This design comes from an exercise in tuning for small area, a short achievable clock period and few clock cycles per item on the open sky130 flow, not from production work. In this exercise RTL edits were held to simulation tests only and were not proved equivalent to the original. No activity file was given, so power comes from the tool's default toggle rates.

File: flow/config.mk
export PLATFORM = sky130hd
export DESIGN_NAME = signed_int_to_radix_digits
export DESIGN_NICKNAME = signed_int_to_radix_digits
export VERILOG_FILES = /design/flow/design.v
export SDC_FILE = /design/flow/constraint.sdc
export NUM_CORES = 4
export LEC_CHECK = 0
export CAP_MARGIN = 20
export CORE_MARGIN = 2
export CORE_UTILIZATION = 40
export SLEW_MARGIN = 20
File: flow/run.sh
#!/bin/bash
# synth_recipe.tcl (not shown) runs the flow's synth.tcl, then flattens the netlist and writes it again
# the make line also repeats each setting of config.mk as NAME=value (left out here)
make -C /OpenROAD-flow-scripts/flow DESIGN_CONFIG=/design/flow/config.mk WORK_HOME=/design/flow/orfs CLKGATE_MAP_FILE= SYNTH_SCRIPT=/design/flow/synth_recipe.tcl finish
File: flow/design.v
`timescale 1ns / 1ps
`default_nettype none
package sirdig_pkg;
  localparam int VAL_W        = 32;
  localparam int CHAR_W       = 8;
  localparam int LEN_W        = 5;
  localparam int CFG_DATA_W   = 64;
  localparam int CFG_ADDR_W   = 5;
  localparam int ALPH_BYTES   = 16;
  localparam int MAX_BASE_DEF = 16;
  localparam int MAX_DIGITS   = 32;
  localparam int DIG_IDX_W    = 5;
  localparam int DIG_CNT_W    = 6;
  localparam int DIV_STEP     = 4;
  localparam logic [CHAR_W-1:0] MINUS_CHAR = 8'h2D;
  localparam logic [CHAR_W-1:0] PLUS_CHAR  = 8'h2B;
  localparam logic [1:0] REG_BASE_LEN  = 2'd0;
  localparam logic [1:0] REG_ALPH_LOW  = 2'd1;
  localparam logic [1:0] REG_ALPH_HIGH = 2'd2;
  typedef struct packed {
    logic done;
    logic ok;
  } chk_stat_t;
endpackage
`default_nettype wire
`timescale 1ns / 1ps
`default_nettype none
module sirdig_div #(
  parameter int MAX_BASE = sirdig_pkg::MAX_BASE_DEF
) (
  input  logic                                 clk,
  input  logic                                 rst_n,
  input  logic                                 go,
  input  logic [sirdig_pkg::VAL_W-1:0]         dividend,
  input  logic [$clog2(2*MAX_BASE)-1:0]        divisor,
  output logic                                 done,
  output logic [sirdig_pkg::VAL_W-1:0]         quotient,
  output logic [$clog2(MAX_BASE)-1:0]          remainder
);
  localparam int REM_W = $clog2(2*MAX_BASE);
  localparam int DIG_W = $clog2(MAX_BASE);
  localparam int NCYC  = sirdig_pkg::VAL_W / sirdig_pkg::DIV_STEP;
  localparam int CNT_W = $clog2(NCYC);
  logic [sirdig_pkg::VAL_W-1:0] q_r, q_nxt;
  logic [REM_W-1:0] r_r, r_nxt;
  logic [CNT_W-1:0] cnt_r;
  logic             running_r;
  logic             done_r;
  always_comb begin
    q_nxt = q_r;
    r_nxt = r_r;
    for (int i = 0; i < sirdig_pkg::DIV_STEP; i++) begin
      r_nxt = {r_nxt[REM_W-2:0], q_nxt[sirdig_pkg::VAL_W-1]};
      q_nxt = {q_nxt[sirdig_pkg::VAL_W-2:0], 1'b0};
      if (r_nxt >= divisor) begin
        r_nxt    = r_nxt - divisor;
        q_nxt[0] = 1'b1;
      end
    end
  end
  always_ff @(posedge clk) begin
    if (!rst_n) begin
      running_r <= 1'b0;
      done_r    <= 1'b0;
      cnt_r     <= '0;
    end else begin
      done_r <= 1'b0;
      if (go) begin
        running_r <= 1'b1;
        cnt_r     <= '0;
      end else if (running_r) begin
        cnt_r <= cnt_r + CNT_W'(1);
        if (cnt_r == CNT_W'(NCYC - 1)) begin
          running_r <= 1'b0;
          done_r    <= 1'b1;
        end
      end
    end
  end
  always_ff @(posedge clk) begin
    if (go) begin
      q_r <= dividend;
      r_r <= '0;
    end else if (running_r) begin
      q_r <= q_nxt;
      r_r <= r_nxt;
    end
  end
  assign done      = done_r;
  assign quotient  = q_r;
  assign remainder = r_r[DIG_W-1:0];
endmodule
`default_nettype wire
`timescale 1ns / 1ps
`default_nettype none
module sirdig_achk #(
  parameter int MAX_BASE = sirdig_pkg::MAX_BASE_DEF
) (
  input  logic                                   clk,
  input  logic                                   rst_n,
  input  logic                                   go,
  input  logic [sirdig_pkg::LEN_W-1:0]           len,
  input  logic [MAX_BASE-1:0][sirdig_pkg::CHAR_W-1:0] alph,
  output sirdig_pkg::chk_stat_t                  stat
);
  localparam int DIG_W = $clog2(MAX_BASE);
  logic [DIG_W-1:0]  row_r;
  logic              running_r;
  logic              done_r;
  logic              ok_r;
  logic [sirdig_pkg::CHAR_W-1:0] row_char;
  logic              row_bad;
  logic              last_row;
  always_comb begin
    row_char = alph[row_r];
    row_bad  = (row_char == sirdig_pkg::PLUS_CHAR) || (row_char == sirdig_pkg::MINUS_CHAR);
    for (int b = 0; b < MAX_BASE; b++) begin
      if ((sirdig_pkg::LEN_W'(b) < len) && (DIG_W'(b) > row_r) && (alph[b] == row_char)) begin
        row_bad = 1'b1;
      end
    end
    last_row = ({{(sirdig_pkg::LEN_W-DIG_W){1'b0}}, row_r} == (len - sirdig_pkg::LEN_W'(1)));
  end
  always_ff @(posedge clk) begin
    if (!rst_n) begin
      running_r <= 1'b0;
      done_r    <= 1'b0;
      ok_r      <= 1'b0;
      row_r     <= '0;
    end else begin
      done_r <= 1'b0;
      if (go) begin
        running_r <= 1'b1;
        row_r     <= '0;
      end else if (running_r) begin
        if (row_bad) begin
          done_r    <= 1'b1;
          ok_r      <= 1'b0;
          running_r <= 1'b0;
        end else if (last_row) begin
          done_r    <= 1'b1;
          ok_r      <= 1'b1;
          running_r <= 1'b0;
        end else begin
          row_r <= row_r + DIG_W'(1);
        end
      end
    end
  end
  assign stat.done = done_r;
  assign stat.ok   = ok_r;
endmodule
`default_nettype wire
`timescale 1ns / 1ps
`default_nettype none
module signed_int_to_radix_digits #(
  parameter int MAX_BASE = sirdig_pkg::MAX_BASE_DEF
) (
  input  logic                                  clk,
  input  logic                                  rst_n,
  input  logic                                  start,
  output logic                                  busy,
  input  logic signed [sirdig_pkg::VAL_W-1:0]   in_value,
  output logic                                  out_strobe,
  output logic [sirdig_pkg::CHAR_W-1:0]         out_character,
  output logic                                  out_last,
  input  logic                                  psel,
  input  logic                                  penable,
  input  logic                                  pwrite,
  input  logic [sirdig_pkg::CFG_ADDR_W-1:0]     paddr,
  input  logic [sirdig_pkg::CFG_DATA_W-1:0]     pwdata,
  output logic [sirdig_pkg::CFG_DATA_W-1:0]     prdata,
  output logic                                  pready
);
  localparam int DIG_W = $clog2(MAX_BASE);
  localparam int REM_W = $clog2(2*MAX_BASE);
  localparam logic [2:0] S_IDLE  = 3'd0;
  localparam logic [2:0] S_CHECK = 3'd1;
  localparam logic [2:0] S_DIV   = 3'd2;
  localparam logic [2:0] S_SIGN  = 3'd3;
  localparam logic [2:0] S_EMIT  = 3'd4;
  logic [sirdig_pkg::LEN_W-1:0]      len_r;
  logic [sirdig_pkg::CFG_DATA_W-1:0] alow_r;
  logic [sirdig_pkg::CFG_DATA_W-1:0] ahigh_r;
  logic [2:0]            state_r;
  logic                  neg_r;
  logic [sirdig_pkg::VAL_W-1:0]      mag_r;
  logic                  div_go_r;
  logic [sirdig_pkg::DIG_CNT_W-1:0]  nd_r;
  logic [sirdig_pkg::DIG_CNT_W-1:0]  nd_m1;
  logic [DIG_W-1:0]      stack_r [sirdig_pkg::MAX_DIGITS];
  logic                  out_strobe_r;
  logic [sirdig_pkg::CHAR_W-1:0]     out_character_r;
  logic                  out_last_r;
  logic [MAX_BASE-1:0][sirdig_pkg::CHAR_W-1:0] alph;
  logic [2*sirdig_pkg::CFG_DATA_W-1:0]         alph_all;
  logic                  cfg_wr;
  logic                  accept;
  logic                  len_ok;
  sirdig_pkg::chk_stat_t chk_stat;
  logic                  div_done;
  logic [sirdig_pkg::VAL_W-1:0]      div_q;
  logic [DIG_W-1:0]      div_rem;
  assign alph_all = {ahigh_r, alow_r};
  always_comb begin
    for (int k = 0; k < MAX_BASE; k++) begin
      alph[k] = alph_all[8*k +: 8];
    end
  end
  assign pready = 1'b1;
  assign cfg_wr = psel && penable && pwrite && pready;
  always_ff @(posedge clk) begin
    if (!rst_n) begin
      len_r   <= '0;
      alow_r  <= '0;
      ahigh_r <= '0;
    end else if (cfg_wr) begin
      case (paddr[4:3])
        sirdig_pkg::REG_BASE_LEN:  len_r   <= pwdata[sirdig_pkg::LEN_W-1:0];
        sirdig_pkg::REG_ALPH_LOW:  alow_r  <= pwdata;
        sirdig_pkg::REG_ALPH_HIGH: ahigh_r <= pwdata;
        default:       ;
      endcase
    end
  end
  always_comb begin
    case (paddr[4:3])
      sirdig_pkg::REG_BASE_LEN:  prdata = {{(sirdig_pkg::CFG_DATA_W-sirdig_pkg::LEN_W){1'b0}}, len_r};
      sirdig_pkg::REG_ALPH_LOW:  prdata = alow_r;
      sirdig_pkg::REG_ALPH_HIGH: prdata = ahigh_r;
      default:       prdata = '0;
    endcase
  end
  assign busy   = (state_r != S_IDLE);
  assign accept = start && !busy;
  assign len_ok = (len_r >= sirdig_pkg::LEN_W'(2)) && (len_r <= sirdig_pkg::LEN_W'(MAX_BASE));
  assign nd_m1  = nd_r - sirdig_pkg::DIG_CNT_W'(1);
  sirdig_achk #(.MAX_BASE(MAX_BASE)) u_achk (
    .clk   (clk),
    .rst_n (rst_n),
    .go    (accept && len_ok),
    .len   (len_r),
    .alph  (alph),
    .stat  (chk_stat)
  );
  sirdig_div #(.MAX_BASE(MAX_BASE)) u_div (
    .clk       (clk),
    .rst_n     (rst_n),
    .go        (div_go_r),
    .dividend  (mag_r),
    .divisor   (len_r[REM_W-1:0]),
    .done      (div_done),
    .quotient  (div_q),
    .remainder (div_rem)
  );
  always_ff @(posedge clk) begin
    if (!rst_n) begin
      state_r      <= S_IDLE;
      div_go_r     <= 1'b0;
      nd_r         <= '0;
      out_strobe_r <= 1'b0;
    end else begin
      div_go_r     <= 1'b0;
      out_strobe_r <= 1'b0;
      case (state_r)
        S_IDLE: begin
          if (accept && len_ok) begin
            state_r <= S_CHECK;
            nd_r    <= '0;
          end
        end
        S_CHECK: begin
          if (chk_stat.done) begin
            if (chk_stat.ok) begin
              state_r  <= S_DIV;
              div_go_r <= 1'b1;
            end else begin
              state_r <= S_IDLE;
            end
          end
        end
        S_DIV: begin
          if (div_done) begin
            nd_r <= nd_r + sirdig_pkg::DIG_CNT_W'(1);
            if (div_q != '0) begin
              div_go_r <= 1'b1;
            end else if (neg_r) begin
              state_r <= S_SIGN;
            end else begin
              state_r <= S_EMIT;
            end
          end
        end
        S_SIGN: begin
          out_strobe_r <= 1'b1;
          state_r      <= S_EMIT;
        end
        S_EMIT: begin
          out_strobe_r <= 1'b1;
          nd_r         <= nd_m1;
          if (nd_r == sirdig_pkg::DIG_CNT_W'(1)) begin
            state_r <= S_IDLE;
          end
        end
        default: state_r <= S_IDLE;
      endcase
    end
  end
  always_ff @(posedge clk) begin
    if (accept) begin
      neg_r <= in_value[sirdig_pkg::VAL_W-1];
      mag_r <= in_value[sirdig_pkg::VAL_W-1] ? (sirdig_pkg::VAL_W'(~in_value) + sirdig_pkg::VAL_W'(1)) : sirdig_pkg::VAL_W'(in_value);
    end else if ((state_r == S_DIV) && div_done) begin
      mag_r <= div_q;
    end
    if ((state_r == S_DIV) && div_done) begin
      stack_r[nd_r[sirdig_pkg::DIG_IDX_W-1:0]] <= div_rem;
    end
    if (state_r == S_SIGN) begin
      out_character_r <= sirdig_pkg::MINUS_CHAR;
      out_last_r      <= 1'b0;
    end else if (state_r == S_EMIT) begin
      out_character_r <= alph[stack_r[nd_m1[sirdig_pkg::DIG_IDX_W-1:0]]];
      out_last_r      <= (nd_r == sirdig_pkg::DIG_CNT_W'(1));
    end
  end
  assign out_strobe    = out_strobe_r;
  assign out_character = out_character_r;
  assign out_last      = out_last_r;
endmodule
`default_nettype wire
File: flow/constraint.sdc
create_clock -name core_clock -period 8.0 [get_ports {clk}]
set_input_delay 1.6000 -clock core_clock [delete_from_list [all_inputs] [get_ports {clk}]]
set_output_delay 1.6000 -clock core_clock [all_outputs]
set_load 0.01 [all_outputs]
==> run notes <==
- The flow ran to the end and the layout has no timing, DRC or antenna violations.
- The floorplan has 85 rows.
- The post-route fraction of the period consumed by the critical path is 87.5%.
- Summing over every cut layer, the via total after detailed routing is 17,400.
- The fmax is 143 MHz.
- Once placement finished, the instance area stood at 24,000 um^2.
- The cell type with the highest aggregate area in the netlist is sky130_fd_sc_hd__edfxtp_1.
- The worst hold path passes through 2 cells.
- The end point of the worst hold path is out_character_r[6].
- The number of detailed-routing iterations run before antenna repair is 6.
- The cell area after synthesis is 21,700 um^2.
- The fill cell total of the finished layout is 4,914.
- The sum of negative setup slack is 0 ns.
- Across the run, the number of max-cap violations was 0.
- The total power of the final layout is 5.92 mW.
- The TritonCTS clock tree is built.
- The core region is 53,700 um^2.
- The hold buffer count at cts is 0.
- Setup violations remaining at the end of the flow were counted as 0.
- The final setup skew is 0.0166 ns.
- Synthesis produced a netlist with a net count of 2,258.
- For this design, the slowest cell found on the critical path is sky130_fd_sc_hd__a21oi_1.
- The type of the most critical hold path is flip-flop to flip-flop.
- The fraction of power consumed by combinational cells is 31.0%.
- The final worst setup slack is 1.00 ns.
- The post-synthesis average cell area is 10.3 um^2.
- The area growth from synthesis to layout is 16.9%.
- Along the worst path, the maximum fanout reaches 7.
- In this run the critical register-to-register path is captured at u_div.r_r[1].
- The share of total power dissipated in the clock network is 32.5%.
- The total overflow left after global routing is 0.
- The pre-CTS setup slack is 0.966 ns.
- The share of the core filled with cells in the final layout is 47.2%.
- Yosys instantiated no cell more often than sky130_fd_sc_hd__nand2_1.
- The most instantiated flip-flop cell in the synthesis netlist is sky130_fd_sc_hd__edfxtp_1.
- In the final layout, the share of cells above drive strength 1 is 11.8%.
- In this run, distinct cell masters in the synthesized netlist total 83.
- At the end of the flow, the number of nets in the layout was 2,362.
- In this run the biggest area consumer among cell types represents 26.7% of the synthesized area.
- Setup repair after global routing left no endpoint under its margin.
- The instance count of the mapped netlist is 2,113.
- From bottom edge to top edge, the die measures 237 um.
- The horizontal die dimension is 237 um.
- The total length of routed wires is 70,700 um.
- The standby leakage power is 8.66 nW.
- The starting density of the core is 40.4%.
- For the pin with the worst max-slew slack, the measured transition is 1.07 ns.
- Net switching is 31.8% of the power.
- The worst register-to-register path has a setup slack of 1.00 ns.
- The first global-routing pass estimated 108,000 um of wire.
- The initial antenna violation count is 1.
- The post-route non-filler standard cell count is 2,946.
- STA classifies the critical path startpoint as a flip-flop.
- The total count of max-transition violations in the final report is 0.
- The power density of the placed cells is 234 nW/um^2.
- For the worst setup path, the data required time is 8.44 ns.
- The tightest hold path in the finished design has a slack of 0.460 ns.
- Sequential elements use 42.3% of the synthesized area.
- The tree is rooted in a sky130_fd_sc_hd__clkbuf_16.
- At the worst endpoint, the arrival time is 7.44 ns.
- The via count normalized by instance count is 5.92.
- The number of warnings printed during yosys synthesis is 3.
- By instance count, the cell type seen most on the critical path is sky130_fd_sc_hd__a21o_1.
- Clock latency on the worst-skew pair, taken at its later pin, is 0.59 ns.
- The number of buffers inserted during clock tree synthesis is 41.
- VDD sags by at most 0.217 mV.
- The number of port buffers is 178.
- In this run the remaining antenna-violating nets after routing total 0.
- The die covers 56,100 um^2.
- The endpoint kind of the worst setup timing path is a flip-flop.
- The count of clock tree sinks is 362.
- On the worst path, the slowest cell contributes a delay of 0.43 ns.
- The path depth of the worst reg2reg path is 34.
- After synthesis, the share of flip-flops with an asynchronous set or reset is 0%.
- The headroom to the max-slew limit is 28.9%.
- The internal portion of the total power is 4.04 mW.
- The depth of the CTS H-tree is 2.
- The total of cells resized after clock tree synthesis is 0.
- The launching point of the worst reg2reg path is len_r[1].
- The most critical setup path has its startpoint at len_r[1].
- The number of diodes added for antenna fixing is 0.
- The total global routing track utilization is 24.9%.
- The estimated wirelength of the detail-placed design is 50,800 um.
- The boundary pin count is 183.
- Clock-pin slew was measured on the worst setup and hold paths at 0.06 ns.
- The maximum clock insertion buffer count is 3.
- After detailed routing, the average wire length per cell comes to 24.0 um.
- The kind of critical path is flip-flop to flip-flop.
- Once the clock tree was built, the setup fixing pass inserted 0 buffers.
- In this run the power spent charging and discharging nets is 1.88 mW.
- Sequential cells account for 36.5% of the total power.
- The final instance area is 25,300 um^2.
- Entering global routing, the biggest net connects 86 pins.
- The first routing iteration left 1,554 violations.
- By count the netlist is led by 314 x sky130_fd_sc_hd__nand2_1, 193 x sky130_fd_sc_hd__edfxtp_1, 169 x sky130_fd_sc_hd__dfxtp_1.
- The count of flip-flops with a built-in enable after synthesis is 193.
- The final routed DRC violation total is 0.
- The worst hold path begins at out_character_r[6].
- The via count of the first global-routing pass came to 17,300.
- The congestion estimate from routability-driven global placement came to 0.968.
- The clock period could shrink to 7.00 ns.
- The total placed cells including tap cells is 2,870.
- Sorting the synthesized cells by area gives the leading types as sky130_fd_sc_hd__edfxtp_1 27%, sky130_fd_sc_hd__dfxtp_1 16%, sky130_fd_sc_hd__mux4_2 6.9%, sky130_fd_sc_hd__nand2_1 5.4%, sky130_fd_sc_hd__a21boi_0 4.7%.
- The number of hold-slack violations in the final timing report is 0.
- Counting flops and latches in the post-synthesis netlist gives 362.
## sequential cells by signal (all words and copies together), names as in the netlist
signal and cells:
state_r 3, out_character_r 8, out_last_r 1, u_achk.ok_r 1
u_div.done_r 1, u_achk.done_r 1, u_div.cnt_r 3, ahigh_r 64
u_achk.row_r 4, stack_r 128, div_go_r 1, u_div.q_r 32
len_r 5, u_achk.running_r 1, u_div.r_r 4, u_div.running_r 1
nd_r 6, out_strobe_r 1, alow_r 64, neg_r 1
mag_r 32
## metal layers
layer / wire length (um) / vias to the layer above / part of all wire [%] / track usage, %
li1: - / 8037 / - / -
met1: 28800 / 8601 / 41 / 31.2
met2: 35100 / 629 / 50 / 42.8
met3: 3650 / 168 / 5.2 / 3.74
met4: 3110 / 2 / 4.4 / 10.7
met5: 10 / - / 0.014 / 0
## cells by family (layout without fill, tap and decap cells)
| logic type | Yosys count | in the layout | synth area share [%] |
|---|---|---|---|
| mux | 237 | 237 | 15.3 |
| xor+xnor | 155 | 155 | 6.26 |
| compound gates | 496 | 496 | 16.6 |
| other cells | 1 | 1 | 0.0173 |
| simple gates | 639 | 639 | 13.4 |
| flops | 362 | 362 | 42.3 |
| buf+inv | 185 | 322 | 3.71 |
| fa+ha+maj | 38 | 38 | 2.33 |
## worst max-delay path, delay by kind of cell (launching register included)
family,cells,cell delay (ns)
AND/OR/NAND/NOR,8,0.87
flip-flops,1,0.33
buffers and inverters,3,0.19
AO/OA/AOI/OAI,14,2.87
adder cells (fa/ha/maj),4,1.08
multiplexers,5,1.53
## power groups by stage
stage / Sequential (mW) / Clock, mW / Combinational, mW
floorplan: 2.22 / 0 / 1.28
global placement: 2.20 / 0 / 1.79
detailed placement: 2.20 / 0 / 1.83
CTS: 2.16 / 1.96 / 1.84
global route: 2.17 / 2.03 / 2.03
finish: 2.16 / 1.92 / 1.83
## cell usage in the layout (no fill, tap or decap), drive strengths merged, types with 12 or more instances in the layout
cell type	synthesis	routed
nor4	29	29
or4	12	12
clkdlybuf4s50	0	177
buf	48	37
nor3	32	32
o21ai	71	71
clkbuf	105	61
nand2	316	316
nand3	34	34
a22oi	19	19
edfxtp	193	193
a21boi	138	138
nor2	123	123
o211ai	12	12
mux2	65	65
a22o	70	70
dfxtp	169	169
o22ai	12	12
mux2i	106	106
mux4	66	66
a21oi	57	57
a21o	15	15
xor2	82	82
nor2b	18	18
xnor2	73	73
ha	34	34
inv	29	31
a2111oi	14	14
a221oi	14	14
## cell type report
| type | count | area, um^2 | share of cell area [%] |
|---|---|---|---|
| clock buffers | 61 | 1180 | 4.67 |
| clock inverters | 15 | 181 | 0.716 |
| inverters | 32 | 120 | 0.474 |
| multi-input cells | 1566 | 11800 | 46.4 |
| flip-flops and latches | 362 | 9180 | 36.2 |
| well taps | 696 | 871 | 3.44 |
| repair buffers | 214 | 2050 | 8.09 |
## how the worst max path moves through the flow
stage	cells past startpoint	end	slack [ns]
floorplan	35	u_div.r_r[1]	1.11
global placement	34	u_div.r_r[1]	1.14
global route	34	u_div.r_r[2]	0.30
finish	34	u_div.r_r[1]	1.00
detailed placement	34	u_div.r_r[1]	0.97
CTS	33	u_div.r_r[1]	0.94
Testbench counts, summed over its fixed seeds: cycles 296,417, items 3,078.

-- what the ideal ports hide --
The results above use ideal ports. As a check the final layout listed here was re-extracted and re-timed, cells and wires unchanged. Step 1 sets driving cells, clkbuf_16 on the clock port and buf_2 on the other inputs (assumed; they add their load-dependent delay and slew). Step 2 moves the port delays by t, midway between the first and last clock arrival at a register: inputs arrive t later, outputs are due t later. That takes back most of the time a late clock gives input paths. a / b / c = ideal / step 1 / step 2; a / b = the first two.
shift t [ns]: 0.636
setup WS [ns]: 1.002 / 1.002 / 1.002
worst slew at a driven data input, ns: 0.09
After both steps setup and hold are still met in this run. The setup slack of this run moves by 0.000 ns with the drivers and by 0.000 ns with both steps.
